What follows belongs to an exercise in optimizing a design on an open flow for small area and few clock cycles; a production flow would make more cautious choices.
In this exercise RTL edits were held to simulation tests only and were not proved equivalent to the original.
Power figures rest on the tool's default switching activity, not on a simulated workload.

==> flow/design.v (excerpt) <==
module risc14Core (
	input  logic Clock_not,
	input  logic rstN,
	input  logic instValid,
	input  logic [13:0] inst,
	output logic instReady,
	input  logic [4:0] switches,
	output logic outValid,
	output logic [25:0] outBeat,
	input  logic outReady
);
	logic exec;
	logic [5:0] opcode;
	logic [3:0] ri;
	logic [3:0] rj;
	logic [4:0] sw;
	logic isOut;
	logic writeReg;
	logic [13:0] readDataA;
	logic [13:0] readDataB;
	logic [13:0] res;
	logic [11:0] status;
	logic [11:0] nextStatus;
	operandStage operandStage_inst (
		.Clock_not(Clock_not), .rstN(rstN), .instValid(instValid), .inst(inst),
		.switches(switches), .outValid(outValid), .outReady(outReady),
		.instReady(instReady), .exec(exec), .opcode(opcode), .ri(ri), .rj(rj),
		.sw(sw), .isOut(isOut)
	);
	regFile regFile_inst (
		.Clock_not(Clock_not), .rstN(rstN),
		.writeEn(exec & writeReg), .writeAddr(ri), .writeData(res),
		.readAddrA(ri), .readAddrB(rj),
		.readDataA(readDataA), .readDataB(readDataB)
	);
	aluStage aluStage_inst (
  ...
clock: 5.0 ns
lec_check: 0
cap_margin: 20
core_margin: 2
core_utilization: 40
cts_buf_list: sky130_fd_sc_hd__clkbuf_16
cts_cluster_diameter: 80
cts_cluster_size: 30
gpl_timing_driven: 0
setup_slack_margin: 0.15
slew_margin: 20
standard.sh (not shown) runs the stock make flow with config.mk's settings and CLKGATE_MAP_FILE= SYNTH_SCRIPT=/design/flow/synth_recipe.tcl, a recipe that flattens the netlist after the stock synthesis.
==> flow/flow/run.sh <==
#!/bin/bash
# Layout flow: the standard flow (standard.sh), except that synthesis maps
# the logic with the ABC script in abc.script instead of ORFS's speed script,
# and does not extract full/half-adder cells first, so ABC maps the adders
# together with the rest of the logic. The registers, their names and cell
# types are those of the standard synthesis. The port buffers that placement
# adds start as the smallest buffer; repair sizes them up where timing needs.
set -euo pipefail
W=$(pwd)
rm -rf "$W/scripts_abc"
cp -r "$FLOW_HOME/scripts" "$W/scripts_abc"
cp "$W/flow/abc.script" "$W/scripts_abc/abc_speed.script"
bash "$W/standard.sh" SCRIPTS_DIR="$W/scripts_abc" ADDER_MAP_FILE= synth > "$W/synth.log" 2>&1
bash "$W/standard.sh" BUFFER_PORTS_ARGS="-buffer_cell sky130_fd_sc_hd__buf_1" finish > "$W/layout.log" 2>&1
==> flow/flow/abc.script <==
strash
ifraig
dc2
strash
&get -n
&dch -f
&nf -R 1000 -a
&put
Testbench counts at the start, summed over its fixed seeds: cycles 32,614.
Then changed:
- CORE_UTILIZATION: 40 -> 60
- SETUP_SLACK_MARGIN: 0.15 -> 0.05
=> Via count goes down by 1.5%. Power goes up by 0.84%. Combinational power goes down by 2.8%. Die area goes down by 33%. Non-clock buffer count goes down by 22.
Then changed:
- SETUP_SLACK_MARGIN: 0.05 -> 0.15
- TNS_END_PERCENT: not set -> 50
The new run completed without violations.
Setup slack improves by 0.056 ns.
Power stays flat.
First-iteration DRC count rises by about 8%.
Sequential power hardly moves.
Wire length climbs by about 2%.
Utilization is higher by 1.6 points.
Synthesized cell count does not change.
Then changed:
- TNS_END_PERCENT: 50 -> not set
Result: The new run completed with no timing, DRC or antenna violations; routed wire length fell by 1.4%; fmax barely changes; combinational power fell by about 1%; global-route usage rose by 0.14 points; clock skew fell by 0.013 ns; worst setup slack barely changes; sequential cell count stays the same; hold slack hardly moves; critical path depth stays the same; die area stays the same; count of clock-buffer cells in the layout rose by 1.

== run 2 ==
risc14Core, a different RTL version from the one above (not shown whole).
For scale: ~300 flip-flops, roughly 13000 um^2 of cells after synthesis.
clock: 5.0 ns
lec_check: 0
cap_margin: 20
core_margin: 2
core_utilization: 60
cts_buf_list: sky130_fd_sc_hd__clkbuf_16
cts_cluster_diameter: 80
cts_cluster_size: 30
gpl_timing_driven: 0
setup_slack_margin: 0.15
slew_margin: 20
Scripts as last shown in full above: flow/flow/run.sh, flow/flow/abc.script
[flow] run 2 | stages: complete | final checks: fail | reason: setup timing
Testbench counts of run 2, summed over its fixed seeds: cycles 32,614.
Inputs modified between run 2 and run 1:
- SETUP_SLACK_MARGIN: 0.15 -> 0.1
[summary]
- Run 1: flow complete, layout not clean; failing: setup timing
- | post-synthesis adder-cell area fraction | run 1 vs run 2 | ≈ equal |
- Delta (run 1 minus run 2): post-synthesis net count stayed essentially flat, proportion of total power due to net switching -0.56 points, synthesis-to-layout area growth shows a reduction of 2.8 points, number of cell instances on the worst register-to-register path shrank by 3.
- [diff] total power, run 1 relative to run 2: improvement
- Comparing run 2 and run 1, the higher sequential share of layout area is on run 1.
- Looking at average wire per standard cell, run 1 sits about 1.4% lower than run 2 does.
- Diff run 2..run 1 | sequential cell count | unchanged

[what the ideal ports hide]
The flow's constraints put no driver on any port. The routed layouts listed below were extracted and timed again, unchanged, in two steps. Step 1, drivers: a clkbuf_16 drives Clock_not and a buf_2 each remaining input, both assumed. Step 2 times the ports against the registers' clock, not the clock port: input delays grow and output delays shrink by t, the midpoint of the rising clock arrivals with the driver on. Slacks: ideal / step 1 / step 2; pairs: ideal / step 1.
run | shift t [ns] | slack for setup (ns) | latest minus earliest clock arrival (ns)
the first run of note 1 | 0.571 | 0.229 / 0.229 / 0.229 | 0.054 / 0.054
the second run of note 1 | 0.558 | 0.134 / 0.134 / 0.134 | 0.032 / 0.032
the third run of note 1 | 0.561 | 0.190 / 0.190 / 0.190 | 0.043 / 0.043
the fourth run of note 1 | 0.558 | 0.191 / 0.191 / 0.191 | 0.030 / 0.030
run 2 | 0.569 | -0.061 / -0.061 / -0.061 | 0.048 / 0.048
run 1 | 0.560 | -0.108 / -0.108 / -0.108 | 0.027 / 0.028
